This is an optimization exercise on Yosys and OpenROAD, whose aim is small area, a short achievable clock period and few clock cycles per item, not a production implementation.
At most, simulation tests tie the RTL to the original design; equivalence was not proved.

==> flow/design.v <==
package mmq_pkg;
    localparam logic [1:0] MODE_LEARN  = 2'd0;
    localparam logic [1:0] MODE_ENCODE = 2'd1;
    localparam logic [1:0] MODE_DECODE = 2'd2;
    localparam logic [7:0]  CODE_MAX = 8'd254;
    localparam logic [7:0]  CODE_BAD = 8'd255;
endpackage
import mmq_pkg::*;
module mmq_add #(parameter int N = 32) (
    input  logic [N-1:0] a,
    input  logic [N-1:0] b,
    input  logic         cin,
    output logic [N-1:0] s
);
    localparam int L = $clog2(N);
    logic [N-1:0] g [0:2*L];
    logic [N-1:0] p [0:2*L];
    logic [N:0]   c;
    always_comb begin
        g[0] = a & b;
        p[0] = a ^ b;
        for (int l = 0; l < L; l++) begin
            g[l+1] = g[l];
            p[l+1] = p[l];
            for (int i = 0; i < N; i++) begin
                if (((i + 1) % (2 << l)) == 0) begin
                    g[l+1][i] = g[l][i] | (p[l][i] & g[l][i - (1 << l)]);
                    p[l+1][i] = p[l][i] & p[l][i - (1 << l)];
                end
            end
        end
        for (int l = L - 1; l >= 1; l--) begin
            g[2*L-l] = g[2*L-l-1];
            p[2*L-l] = p[2*L-l-1];
            for (int i = 0; i < N; i++) begin
                if (((i + 1) % (1 << l)) == (1 << (l - 1)) && i >= (1 << l)) begin
                    g[2*L-l][i] = g[2*L-l-1][i] | (p[2*L-l-1][i] & g[2*L-l-1][i - (1 << (l - 1))]);
                    p[2*L-l][i] = p[2*L-l-1][i] & p[2*L-l-1][i - (1 << (l - 1))];
                end
            end
        end
        c[0] = cin;
        for (int i = 0; i < N; i++) c[i+1] = g[2*L-1][i] | (p[2*L-1][i] & cin);
        s = p[0] ^ c[N-1:0];
    end
endmodule
module minmax_two_level_quantizer_core (
    input  logic               aclk,
    input  logic               aresetn,
    input  logic               s_valid,
    output logic               s_ready,
    input  logic [1:0]         s_mode,
    input  logic               s_first,
    input  logic signed [31:0] s_sample,
    input  logic [7:0]         s_coarse_in,
    input  logic [7:0]         s_fine_in,
    output logic               m_valid,
    input  logic               m_ready,
    output logic [7:0]         m_coarse_code,
    output logic [7:0]         m_fine_code,
    output logic signed [31:0] m_value,
    output logic               m_error
);
    localparam logic [2:0] ST_IDLE = 3'd0;
    localparam logic [2:0] ST_ENC  = 3'd1;
    localparam logic [2:0] ST_DEC  = 3'd2;
    localparam logic [2:0] ST_DFIN = 3'd4;
    localparam logic [19:0] DIV = 20'd65025;
    logic [2:0]         st_reg;
    logic [5:0]         cnt_reg;
    logic               ei_reg;
    logic               ecin_reg;
    logic signed [31:0] lo_reg, hi_reg;
    logic [39:0]        rem_reg;
    logic [31:0]        x_reg;
    logic [15:0]        p_reg;
    logic [17:0]        p3_reg;
    logic               dfst_reg;
    logic [3:0]         vo_reg;
    logic [7:0]         est_reg;
    logic               err_reg;
    logic               mv_reg;
    logic               vsel_reg;
    logic               csel_reg;
    logic [2:0]         st_next;
    logic [5:0]         cnt_next;
    logic               ei_next;
    logic               ecin_next;
    logic signed [31:0] lo_next, hi_next;
    logic [39:0]        rem_next;
    logic [31:0]        x_next;
    logic [15:0]        p_next;
    logic               dfst_next;
    logic [3:0]         vo_next;
    logic [7:0]         est_next;
    logic               err_next;
    logic               mv_next;
    logic               vsel_next;
    logic               csel_next;
    logic               idle, accept;
    logic [19:0]        dr_w;
    logic               below, above;
    logic [32:0]        off_w;
    logic [15:0]        pair_w;
    assign idle    = (st_reg == ST_IDLE);
    assign s_ready = idle && (!mv_reg || m_ready);
    assign accept  = s_valid && s_ready;
    assign off_w   = {s_sample[31], s_sample} - {lo_reg[31], lo_reg};
    assign below   = off_w[32];
    assign above   = s_sample > hi_reg;
    logic          eq_lo, eq_hi, rz;
    assign eq_lo   = (s_sample == lo_reg);
    assign eq_hi   = (s_sample == hi_reg);
    assign rz      = (hi_reg == lo_reg);
    assign pair_w  = ({s_coarse_in, 8'b0} - {8'b0, s_coarse_in}) + {8'b0, s_fine_in};
    logic        rinv;
    logic [31:0] ra_w, rb_w;
    logic        rcin;
    logic [31:0] rs_w;
    logic [31:0] rq_w;
    assign rinv = (st_reg == ST_DEC) || (st_reg == ST_DFIN);
    assign ra_w = rinv ? ~x_reg : hi_reg;
    assign rb_w = (st_reg == ST_DEC) ? 32'd1 : lo_reg;
    assign rcin = !((st_reg == ST_DFIN) && !dr_w[19]);
    mmq_add #(32) u_radd (.a(ra_w), .b(~rb_w), .cin(rcin), .s(rs_w));
    assign rq_w = rinv ? ~rs_w : rs_w;
    logic [32:0] ea_w, eb_w;
    logic [33:0] es_w;
    logic        efit;
    logic [31:0] estep_w;
    assign ea_w    = ei_reg ? {1'b0, rem_reg[31:0]} : {rem_reg[31:0], p_reg[7]};
    assign eb_w    = ei_reg ? {9'b0, rem_reg[31:8]} : {1'b0, x_reg};
    assign es_w    = {1'b0, ea_w} + {1'b1, ~eb_w} + {33'b0, ecin_reg};
    assign efit    = !es_w[33];
    assign estep_w = (efit || ei_reg) ? es_w[31:0] : ea_w[31:0];
    logic [19:0] da0, da1, da2, ds1, dk1, dm, ds2, dk2;
    logic [2:0]  dd;
    logic [17:0] p3_w;
    assign p3_w = {1'b0, p_reg, 1'b0} + {2'b0, p_reg};
    always_comb begin
        da0 = {rem_reg[17:0], 2'b00};
        da1 = {rem_reg[37:20], 2'b00};
        da2 = ({20{vo_reg[1]}} & {4'd0, p_reg})
            | ({20{vo_reg[2]}} & {3'd0, p_reg, 1'b0})
            | ({20{vo_reg[3]}} & {2'd0, p3_reg});
        dd  = est_reg[7] ? 3'd0 : est_reg[6:4];
        ds1 = da0 ^ da1 ^ da2;
        dk1 = {(da0[18:0] & da1[18:0]) | (da0[18:0] & da2[18:0]) | (da1[18:0] & da2[18:0]), 1'b0};
        case (dd)
            3'd0: dm = 20'd0;
            3'd1: dm = 20'(-20'd65025);
            3'd2: dm = 20'(-20'd130050);
            3'd3: dm = 20'(-20'd195075);
            3'd4: dm = 20'(-20'd260100);
            3'd5: dm = 20'(-20'd325125);
            3'd6: dm = 20'(-20'd390150);
            default: dm = 20'(-20'd455175);
        endcase
        ds2 = ds1 ^ dk1 ^ dm;
        dk2 = {(ds1[18:0] & dk1[18:0]) | (ds1[18:0] & dm[18:0]) | (dk1[18:0] & dm[18:0]), 1'b0};
    end
    logic [1:0]  dvs_w, dvn_w;
    logic [7:0]  dev_w, dest_w;
    assign dvs_w  = x_reg[29:28] + {1'b0, dd[2] && (&x_reg[27:0])};
    function automatic logic [7:0] vtop(input logic [1:0] v, input logic [15:0] p,
                                        input logic [17:0] p3);
        case (v)
            2'd0: vtop = 8'd0;
            2'd1: vtop = {4'd0, p[15:12]};
            2'd2: vtop = {3'd0, p[15:11]};
            default: vtop = {2'd0, p3[17:12]};
        endcase
    endfunction
    assign dest_w = {ds2[17:10]} + {dk2[17:10]} + vtop(dvs_w, p_reg, p3_reg);
    logic        dz, dskip8, dskip4;
    assign dr_w   = rem_reg[19:0] + rem_reg[39:20] + 20'(-20'd65025);
    assign dz     = (rem_reg == 40'd0);
    assign dskip8 = dz && (x_reg[31:24] == 8'd0) && (cnt_reg <= 6'd24);
    assign dskip4 = dz && (x_reg[31:28] == 4'd0) && (cnt_reg <= 6'd28);
    always_comb begin
        st_next   = st_reg;
        cnt_next  = cnt_reg;
        ei_next   = 1'b0;
        ecin_next = 1'b1;
        lo_next   = lo_reg;
        hi_next   = hi_reg;
        rem_next  = rem_reg;
        x_next    = x_reg;
        p_next    = p_reg;
        dfst_next = 1'b0;
        vo_next   = vo_reg;
        est_next  = est_reg;
        dvn_w     = 2'd0;
        err_next  = err_reg;
        mv_next   = mv_reg && !m_ready;
        vsel_next = vsel_reg;
        csel_next = csel_reg;
        case (st_reg)
            ST_IDLE: begin
                cnt_next  = '0;
                ei_next   = 1'b1;
                ecin_next = (s_sample[7:0] == lo_reg[7:0]);
                rem_next  = s_mode[1] ? 40'd0 : {8'd0, off_w[31:0]};
                dfst_next = 1'b1;
                if (s_ready) begin
                    x_next = rq_w;
                    p_next = s_mode[1] ? pair_w : {CODE_MAX, 8'd0};
                end
                if (accept) begin
                    err_next  = 1'b0;
                    mv_next   = 1'b1;
                    vsel_next = 1'b0;
                    csel_next = 1'b0;
                    case (s_mode)
                        MODE_LEARN: begin
                            if (s_first) begin
                                lo_next = s_sample;
                                hi_next = s_sample;
                            end else begin
                                if (below) lo_next = s_sample;
                                if (above) hi_next = s_sample;
                            end
                        end
                        MODE_ENCODE: begin
                            if (below || above) begin
                                err_next = 1'b1;
                            end else if (eq_hi && !eq_lo) begin
                                csel_next = 1'b1;
                            end else if (!eq_lo) begin
                                mv_next  = 1'b0;
                                st_next  = ST_ENC;
                            end
                        end
                        MODE_DECODE: begin
                            if (s_coarse_in == CODE_BAD) begin
                                err_next = 1'b1;
                            end else begin
                                mv_next  = 1'b0;
                                st_next  = rz ? ST_DFIN : ST_DEC;
                            end
                        end
                        default: begin
                            err_next = 1'b1;
                        end
                    endcase
                end
            end
            ST_ENC: begin
                cnt_next = cnt_reg + 6'd1;
                ei_next  = (cnt_reg == 6'd8);
                if (cnt_reg == 6'd8)
                    ecin_next = efit ? (es_w[7:0] == 8'd0) : (ea_w[7:0] == 8'd0);
                rem_next = {8'd0, estep_w};
                if (ei_reg) begin
                    p_next = {(cnt_reg[3] && p_reg[7:0] == CODE_BAD) ? CODE_MAX : p_reg[7:0],
                              8'(-rem_reg[7:0])};
                end else begin
                    p_next = {p_reg[15:8], p_reg[6:0], efit};
                end
                if (cnt_reg == 6'd17) begin
                    mv_next   = 1'b1;
                    csel_next = 1'b1;
                    st_next   = ST_IDLE;
                end
            end
            ST_DEC: begin
                if (dskip8) begin
                    cnt_next = cnt_reg + 6'd8;
                    x_next   = {x_reg[23:0], 8'b0};
                    dvn_w    = x_reg[23:22];
                end else if (dskip4) begin
                    cnt_next = cnt_reg + 6'd4;
                    x_next   = {x_reg[27:0], 4'b0};
                    dvn_w    = x_reg[27:26];
                end else if (!dfst_reg) begin
                    cnt_next = cnt_reg + 6'd2;
                    rem_next = {dk2, ds2};
                    x_next   = {dd[2] ? rq_w[29:0] : x_reg[29:0], dd[1:0]};
                    dvn_w    = dvs_w;
                end else begin
                    dvn_w    = x_reg[31:30];
                end
                vo_next = 4'b0001 << dvn_w;
                if (!dskip8 && !dskip4 && !dfst_reg) est_next = dest_w;
                else est_next = vtop(dvn_w, p_reg, p3_w);
                if (cnt_next == 6'd32) st_next = ST_DFIN;
            end
            default: begin  
                x_next    = rq_w;
                mv_next   = 1'b1;
                vsel_next = 1'b1;
                st_next   = ST_IDLE;
            end
        endcase
    end
    always_ff @(posedge aclk) begin
        if (!aresetn) begin
            st_reg <= ST_IDLE;
            lo_reg <= '0;
            hi_reg <= '0;
            mv_reg <= 1'b0;
        end else begin
            st_reg <= st_next;
            lo_reg <= lo_next;
            hi_reg <= hi_next;
            mv_reg <= mv_next;
        end
        cnt_reg  <= cnt_next;
        ei_reg   <= ei_next;
        ecin_reg <= ecin_next;
        rem_reg  <= rem_next;
        x_reg    <= x_next;
        p_reg    <= p_next;
        p3_reg   <= p3_w;
        dfst_reg <= dfst_next;
        vo_reg   <= vo_next;
        est_reg  <= est_next;
        err_reg  <= err_next;
        vsel_reg <= vsel_next;
        csel_reg <= csel_next;
    end
    assign m_valid       = mv_reg;
    assign m_coarse_code = p_reg[15:8] & {8{csel_reg}};
    assign m_fine_code   = p_reg[7:0] & {8{csel_reg}};
    assign m_value       = x_reg & {32{vsel_reg}};
    assign m_error       = err_reg;
endmodule
Settings: LEC_CHECK=0, ABC_AREA=1, CAP_MARGIN=5, CORE_MARGIN=2, CORE_UTILIZATION=45, SETUP_SLACK_MARGIN=4.8, SLEW_MARGIN=5, TNS_END_PERCENT=100; clock period 8.5 ns.
run.sh (not shown) runs the stock make flow with config.mk's settings and CLKGATE_MAP_FILE= SYNTH_SCRIPT=/design/flow/synth_recipe.tcl, a recipe that flattens the netlist after the stock synthesis.
The first run went through all stages and came out clean.
Rerun with:
--- a/flow/design.v
+++ b/flow/design.v
@@ -8,13 +8,14 @@
 import mmq_pkg::*;
 module mmq_add #(parameter int N = 32) (
     input  logic [N-1:0] a,
     input  logic [N-1:0] b,
     input  logic         cin,
-    output logic [N-1:0] s
+    output logic [N-1:0] s,
+    output logic         pall
 );
-    localparam int L = $clog2(N);
+    localparam int L = (N <= 2) ? 1 : (N <= 4) ? 2 : (N <= 8) ? 3 : (N <= 16) ? 4 : (N <= 32) ? 5 : 6;
     logic [N-1:0] g [0:2*L];
     logic [N-1:0] p [0:2*L];
     logic [N:0]   c;
     always_comb begin
         g[0] = a & b;
@@ -40,10 +41,11 @@
             end
         end
         c[0] = cin;
         for (int i = 0; i < N; i++) c[i+1] = g[2*L-1][i] | (p[2*L-1][i] & cin);
         s = p[0] ^ c[N-1:0];
+        pall = p[2*L-1][N-1];
     end
 endmodule
 module minmax_two_level_quantizer_core (
     input  logic               aclk,
     input  logic               aresetn,
@@ -103,42 +105,43 @@
     logic [32:0]        off_w;
     logic [15:0]        pair_w;
     assign idle    = (st_reg == ST_IDLE);
     assign s_ready = idle && (!mv_reg || m_ready);
     assign accept  = s_valid && s_ready;
-    assign off_w   = {s_sample[31], s_sample} - {lo_reg[31], lo_reg};
+    logic          eq_lo, eq_hi, rz;
+    mmq_add #(33) u_oadd (.a({s_sample[31], s_sample}), .b(~{lo_reg[31], lo_reg}), .cin(1'b1),
+                          .s(off_w), .pall(eq_lo));
     assign below   = off_w[32];
     assign above   = s_sample > hi_reg;
-    logic          eq_lo, eq_hi, rz;
-    assign eq_lo   = (s_sample == lo_reg);
     assign eq_hi   = (s_sample == hi_reg);
-    assign rz      = (hi_reg == lo_reg);
     assign pair_w  = ({s_coarse_in, 8'b0} - {8'b0, s_coarse_in}) + {8'b0, s_fine_in};
     logic        rinv;
     logic [31:0] ra_w, rb_w;
     logic        rcin;
     logic [31:0] rs_w;
     logic [31:0] rq_w;
     assign rinv = (st_reg == ST_DEC) || (st_reg == ST_DFIN);
     assign ra_w = rinv ? ~x_reg : hi_reg;
     assign rb_w = (st_reg == ST_DEC) ? 32'd1 : lo_reg;
     assign rcin = !((st_reg == ST_DFIN) && !dr_w[19]);
-    mmq_add #(32) u_radd (.a(ra_w), .b(~rb_w), .cin(rcin), .s(rs_w));
+    mmq_add #(32) u_radd (.a(ra_w), .b(~rb_w), .cin(rcin), .s(rs_w), .pall(rz));
     assign rq_w = rinv ? ~rs_w : rs_w;
     logic [32:0] ea_w, eb_w;
     logic [33:0] es_w;
     logic        efit;
     logic [31:0] estep_w;
     assign ea_w    = ei_reg ? {1'b0, rem_reg[31:0]} : {rem_reg[31:0], p_reg[7]};
     assign eb_w    = ei_reg ? {9'b0, rem_reg[31:8]} : {1'b0, x_reg};
-    assign es_w    = {1'b0, ea_w} + {1'b1, ~eb_w} + {33'b0, ecin_reg};
+    mmq_add #(34) u_eadd (.a({1'b0, ea_w}), .b({1'b1, ~eb_w}), .cin(ecin_reg), .s(es_w),
+                          .pall());
     assign efit    = !es_w[33];
     assign estep_w = (efit || ei_reg) ? es_w[31:0] : ea_w[31:0];
     logic [19:0] da0, da1, da2, ds1, dk1, dm, ds2, dk2;
     logic [2:0]  dd;
     logic [17:0] p3_w;
-    assign p3_w = {1'b0, p_reg, 1'b0} + {2'b0, p_reg};
+    mmq_add #(18) u_padd (.a({1'b0, p_reg, 1'b0}), .b({2'b0, p_reg}), .cin(1'b0), .s(p3_w),
+                          .pall());
     always_comb begin
         da0 = {rem_reg[17:0], 2'b00};
         da1 = {rem_reg[37:20], 2'b00};
         da2 = ({20{vo_reg[1]}} & {4'd0, p_reg})
             | ({20{vo_reg[2]}} & {3'd0, p_reg, 1'b0})
@@ -177,21 +180,21 @@
     assign dz     = (rem_reg == 40'd0);
     assign dskip8 = dz && (x_reg[31:24] == 8'd0) && (cnt_reg <= 6'd24);
     assign dskip4 = dz && (x_reg[31:28] == 4'd0) && (cnt_reg <= 6'd28);
     always_comb begin
         st_next   = st_reg;
-        cnt_next  = cnt_reg;
+        cnt_next  = '0;
         ei_next   = 1'b0;
         ecin_next = 1'b1;
         lo_next   = lo_reg;
         hi_next   = hi_reg;
-        rem_next  = rem_reg;
+        rem_next  = '0;
         x_next    = x_reg;
         p_next    = p_reg;
         dfst_next = 1'b0;
-        vo_next   = vo_reg;
-        est_next  = est_reg;
+        vo_next   = '0;
+        est_next  = '0;
         dvn_w     = 2'd0;
         err_next  = err_reg;
         mv_next   = mv_reg && !m_ready;
         vsel_next = vsel_reg;
         csel_next = csel_reg;
Result: Worst setup slack loses 0.044 ns; die area is lower by 8.3%; via count drops by 10%; routed wire length decreases by about 16%; core utilization went down by 1.1 points; maximum frequency drops by about 1.1%; hold slack got worse by 0.040 ns; final area is lower by 9.6%; first-iteration DRC count shrinks by about 26%.
Testbench counts after the change, summed over its fixed seeds: cycles 35,207, items 3,840.
Only the layout flow was run in the first run of this note; the RTL was not checked for function there.

[separate check: timing with driven ports]
The results above use ideal ports. As a check the final layouts listed here were re-extracted and re-timed, cells and wires unchanged.
Step 1: set_driving_cell puts a clkbuf_16 on aclk and a buf_2 on each other input, an assumption about the parent block.
Step 2 also shifts input and output timing later by t, the mid clock arrival at the registers, as if the neighbouring blocks saw the same clock.
a / b / c = ideal ports / drivers / drivers and shift; a / b = the first two.
run	t (ns)	slack for setup (ns)	hold slack, ns	worst setup path after step 2	worst register clock-pin slew, ns
the first run	0.570	4.715 / 4.705 / 4.214	0.530 / 0.530 / 0.530	input to register	0.09 / 0.09
the second run	0.584	4.672 / 4.672 / 4.308	0.490 / 0.490 / 0.490	input to register	0.09 / 0.09
After both steps every run listed still meets setup and hold. For the first run, which loses most, drivers alone change the setup slack by -0.010 ns; drivers and shift together by -0.501 ns.
